Background: an optimization exercise with open tools, aiming at small area. Do not read the settings as production practice.
Function was checked by simulation only, so behaviour that the tests miss may differ from the original.
Power and IR drop assume default switching activity. The clock port is modelled as an ideal driver; clocking choices that lean on that would not hold on a real chip.

==> flow/design.v (excerpt) <==
module ram_responder #(
  parameter int LAT        = 2,
  parameter int DEPTH_BITS = 6
) (
  input  logic        CLK,
  input  logic        nRST,
  input  logic [31:0] ramaddr,
  input  logic [31:0] ramstore,
  input  logic        ramREN,
  input  logic        ramWEN,
  output logic [31:0] ramload,
  output logic [1:0]  ramstate,
  output logic [31:0] rd_count,
  output logic [31:0] wr_count
);
  localparam int NS = 64;    
  localparam int NP = 22;    
  localparam logic [1:0] S_IDLE = 2'd0;
  localparam logic [1:0] S_BUSY = 2'd1;
  localparam logic [1:0] S_ACC  = 2'd2;
  localparam logic [1:0] S_ERR  = 2'd3;
  logic [1:0]  state_reg;
  logic        cnt_reg;
  logic [5:0]  idx_reg;
  logic        rd_op_reg;
  logic [5:0]  rot;
  logic [5:0]  rslot;
  logic        sweep;
  logic [31:0] rdat [NS];
  logic [31:0] bdata;
  logic [5:0]  bslot;     
  logic        bpend;
  logic [31:0] tk;
  logic        req, bad, changed;
  logic [5:0]  idx;
  logic        acc, cap;
  assign req     = ramREN | ramWEN;
  assign bad     = (ramREN & ramWEN)
                 | (ramaddr[1:0] != 2'b00)
                 | (ramaddr[31:8] != '0);
  assign idx     = ramaddr[7:2];
  assign changed = (idx != idx_reg) | (ramREN != rd_op_reg);
  assign acc     = (state_reg == S_ACC);
  ...
Size: ~0.056 mm² of cells after synthesis.
==> module ram_responder, before the edit <==
module ram_responder #(
  parameter int LAT        = 2,
  parameter int DEPTH_BITS = 6
) (
  input  logic        CLK,
  input  logic        nRST,
  input  logic [31:0] ramaddr,
  input  logic [31:0] ramstore,
  input  logic        ramREN,
  input  logic        ramWEN,
  output logic [31:0] ramload,
  output logic [1:0]  ramstate,
  output logic [31:0] rd_count,
  output logic [31:0] wr_count
);
  localparam int NS = 64;    
  localparam int NP = 22;    
  localparam logic [1:0] S_IDLE = 2'd0;
  localparam logic [1:0] S_BUSY = 2'd1;
  localparam logic [1:0] S_ACC  = 2'd2;
  localparam logic [1:0] S_ERR  = 2'd3;
  logic [1:0]  state_reg;
  logic        cnt_reg;
  logic [5:0]  idx_reg;
  logic        rd_op_reg;
  logic [5:0]  rot;
  logic [5:0]  rslot;
  logic        sweep;
  logic [31:0] rdat [NS];
  logic [31:0] bdata;
  logic [5:0]  bslot;     
  logic        bpend;
  logic [31:0] tk;
  logic        req, bad, changed;
  logic [5:0]  idx;
  logic        acc, cap;
  assign req     = ramREN | ramWEN;
  assign bad     = (ramREN & ramWEN)
                 | (ramaddr[1:0] != 2'b00)
                 | (ramaddr[31:8] != '0);
  assign idx     = ramaddr[7:2];
  assign changed = (idx != idx_reg) | (ramREN != rd_op_reg);
  assign acc     = (state_reg == S_ACC);
  assign cap     = acc & ~rd_op_reg;
  always_ff @(posedge CLK or negedge nRST) begin
    if (!nRST) begin
      state_reg <= S_IDLE;
      rd_count  <= '0;
      wr_count  <= '0;
      rot       <= '0;
      sweep     <= 1'b1;
    end else begin
      rot      <= rot + 6'd1;
      if (rot == 6'd2) sweep <= 1'b0;
      rd_count <= rd_count + {31'd0, acc &  rd_op_reg};
      wr_count <= wr_count + {31'd0, acc & ~rd_op_reg};
      if (!req) begin
        state_reg <= S_IDLE;
      end else if (bad) begin
        state_reg <= S_ERR;
      end else if (state_reg != S_BUSY || changed) begin
        state_reg <= S_BUSY;
      end else if (!cnt_reg) begin
        state_reg <= S_ACC;
      end
    end
  end
  always_ff @(posedge CLK) begin
    if (req && !bad && (state_reg != S_BUSY || changed)) begin
      idx_reg   <= idx;
      rd_op_reg <= ramREN;
      cnt_reg   <= 1'b1;
      rslot     <= idx - rot - 6'd1;
    end else begin
      if (state_reg == S_BUSY) cnt_reg <= 1'b0;
      rslot     <= rslot - 6'd1;
    end
  end
  logic [31:0] wdata;
  logic        wlive;
  logic [5:0]  wslot;
  logic [NS-1:0] wport;
  assign wdata = cap ? ramstore : bdata;
  assign wlive = cap | bpend;
  assign wslot = cap ? rslot : bslot;
  always_ff @(posedge CLK or negedge nRST) begin
    if (!nRST) bdata <= '0;
    else       bdata <= wdata;
  end
  always_ff @(posedge CLK) begin
    bslot <= wslot - 6'd1;
  end
  always_ff @(posedge CLK or negedge nRST) begin
    if (!nRST) bpend <= 1'b0;
    else       bpend <= wlive & ~(|wport);
  end
  for (genvar s = 0; s < NS; s++) begin : g_slot
    localparam int NX = (s + 1) % NS;
    if (s % 3 == 0) begin : g_port
      localparam logic INV = ((s / 3) % 2) == 1;
      logic load;
      assign wport[s] = wlive & (wslot == 6'(NX));
      assign load     = wport[s] | sweep;
      always_ff @(posedge CLK)
        rdat[s] <= load ? (wdata ^ {32{INV}}) : ~rdat[NX];
    end else begin : g_plain
      assign wport[s] = 1'b0;
      always_ff @(posedge CLK)
        rdat[s] <= rdat[NX];
    end
  end
  logic [31:0] m;
  always_comb begin
    m = '0;
    for (int j = 0; j < NP; j++)
      if (rslot == 6'(3 * j)) m = m | (rdat[3 * j] ^ {32{j % 2 == 1}});
  end
  logic [1:0]  rmod;
  logic        atport;
  assign rmod   = 2'(rslot % 6'd3);
  assign atport = (rmod == 2'd0);
  always_ff @(posedge CLK)
    if (atport) tk <= m;
  always_comb begin
    ramload = '0;
    if (acc && rd_op_reg)
      ramload = atport ? m : tk;
  end
  assign ramstate = state_reg;
endmodule
clock: 10.0 ns
lec_check: 0
abc_area: 1
cap_margin: 20
core_margin: 2
core_utilization: 60
slew_margin: 20
standard.sh (not shown) runs the stock make flow with config.mk's settings and CLKGATE_MAP_FILE= SYNTH_SCRIPT=/design/flow/synth_recipe.tcl, a recipe that flattens the netlist after the stock synthesis.
==> flow/flow/run.sh <==
#!/bin/bash
# Layout: the standard layout (standard.sh) with three changes:
#  - synthesis is the standard flow's own script with ABC's area mapper (flow/area.script)
#    in place of ORFS's area script; everything else in it is unchanged;
#  - the port buffers are buf_1 cells;
#  - clock tree leaf clusters of at most 28 sinks within 100 um, without dummy loads.
set -euo pipefail
W=$(pwd)
F=$W/flow

# Synthesis script: ORFS's synth.tcl with the ABC script swapped, sourced from
# a copy of synth_recipe.tcl (which keeps -nofsm -noshare, flatten and rename).
sed "s#^source \$::env(SCRIPTS_DIR)/synth_preamble.tcl\$#&\nset abc_args [lreplace \$abc_args 1 1 $F/area.script]#" \
  "$FLOW_HOME/scripts/synth.tcl" > "$W/synth_core.tcl"
grep -q "area.script" "$W/synth_core.tcl"
sed "s#^source \$::env(SCRIPTS_DIR)/synth.tcl\$#source $W/synth_core.tcl#" \
  "$W/synth_recipe.tcl" > "$W/my_synth.tcl"
grep -q "synth_core.tcl" "$W/my_synth.tcl"

bash "$W/standard.sh" \
  "SYNTH_SCRIPT=$W/my_synth.tcl" \
  "BUFFER_PORTS_ARGS=-buffer_cell sky130_fd_sc_hd__buf_1" \
  "CTS_ARGS=-sink_clustering_enable -repair_clock_nets -sink_clustering_size 28 -sink_clustering_max_diameter 100 -dont_use_dummy_load" \
  finish > "$W/make.log" 2>&1
==> flow/flow/area.script <==
strash
dc2
dch -f
amap
topo
Next try:
--- a/flow/design.v
+++ b/flow/design.v
@@ -81,15 +81,14 @@
   logic [5:0]  wslot;
   logic [NS-1:0] wport;
   assign wdata = cap ? ramstore : bdata;
   assign wlive = cap | bpend;
   assign wslot = cap ? rslot : bslot;
-  always_ff @(posedge CLK or negedge nRST) begin
-    if (!nRST) bdata <= '0;
-    else       bdata <= wdata;
-  end
+  logic [31:0] pdata;
+  assign pdata = sweep ? 32'd0 : wdata;
   always_ff @(posedge CLK) begin
+    bdata <= wdata;
     bslot <= wslot - 6'd1;
   end
   always_ff @(posedge CLK or negedge nRST) begin
     if (!nRST) bpend <= 1'b0;
     else       bpend <= wlive & ~(|wport);
@@ -100,11 +99,11 @@
       localparam logic INV = ((s / 3) % 2) == 1;
       logic load;
       assign wport[s] = wlive & (wslot == 6'(NX));
       assign load     = wport[s] | sweep;
       always_ff @(posedge CLK)
-        rdat[s] <= load ? (wdata ^ {32{INV}}) : ~rdat[NX];
+        rdat[s] <= load ? (pdata ^ {32{INV}}) : ~rdat[NX];
     end else begin : g_plain
       assign wport[s] = 1'b0;
       always_ff @(posedge CLK)
         rdat[s] <= rdat[NX];
     end
The new run finished clean. Design area rises by 0.63%. Synthesized cell count rises by 8.1%. Global-route usage falls by 3.6 points. Combinational power falls by 23%. Utilization hardly moves. Critical path depth falls by 1.

-- port drivers added, routing unchanged --
The flow's constraints put no driver on any port. The routed layouts listed below were extracted and timed again, unchanged, in two steps.
Step 1 assumes that a clkbuf_16 drives the clock port and a buf_2 every other input.
Step 2, shift: input delay + t, output delay - t, t = (earliest + latest rising clock arrival at the registers) / 2. This alone moves slack from input paths to output paths.
Three values: no drivers, after step 1, after step 2; two values: the first two.
run	shift t [ns]	setup WS [ns]	hold WS [ns]	worst setup path after step 2
the first run	0.758	1.590 / 1.521 / 2.279	0.314 / 0.314 / 0.314	register to output
the second run	0.766	2.359 / 2.285 / 3.051	0.302 / 0.302 / 0.302	register to output
After both steps every run listed still meets setup and hold.
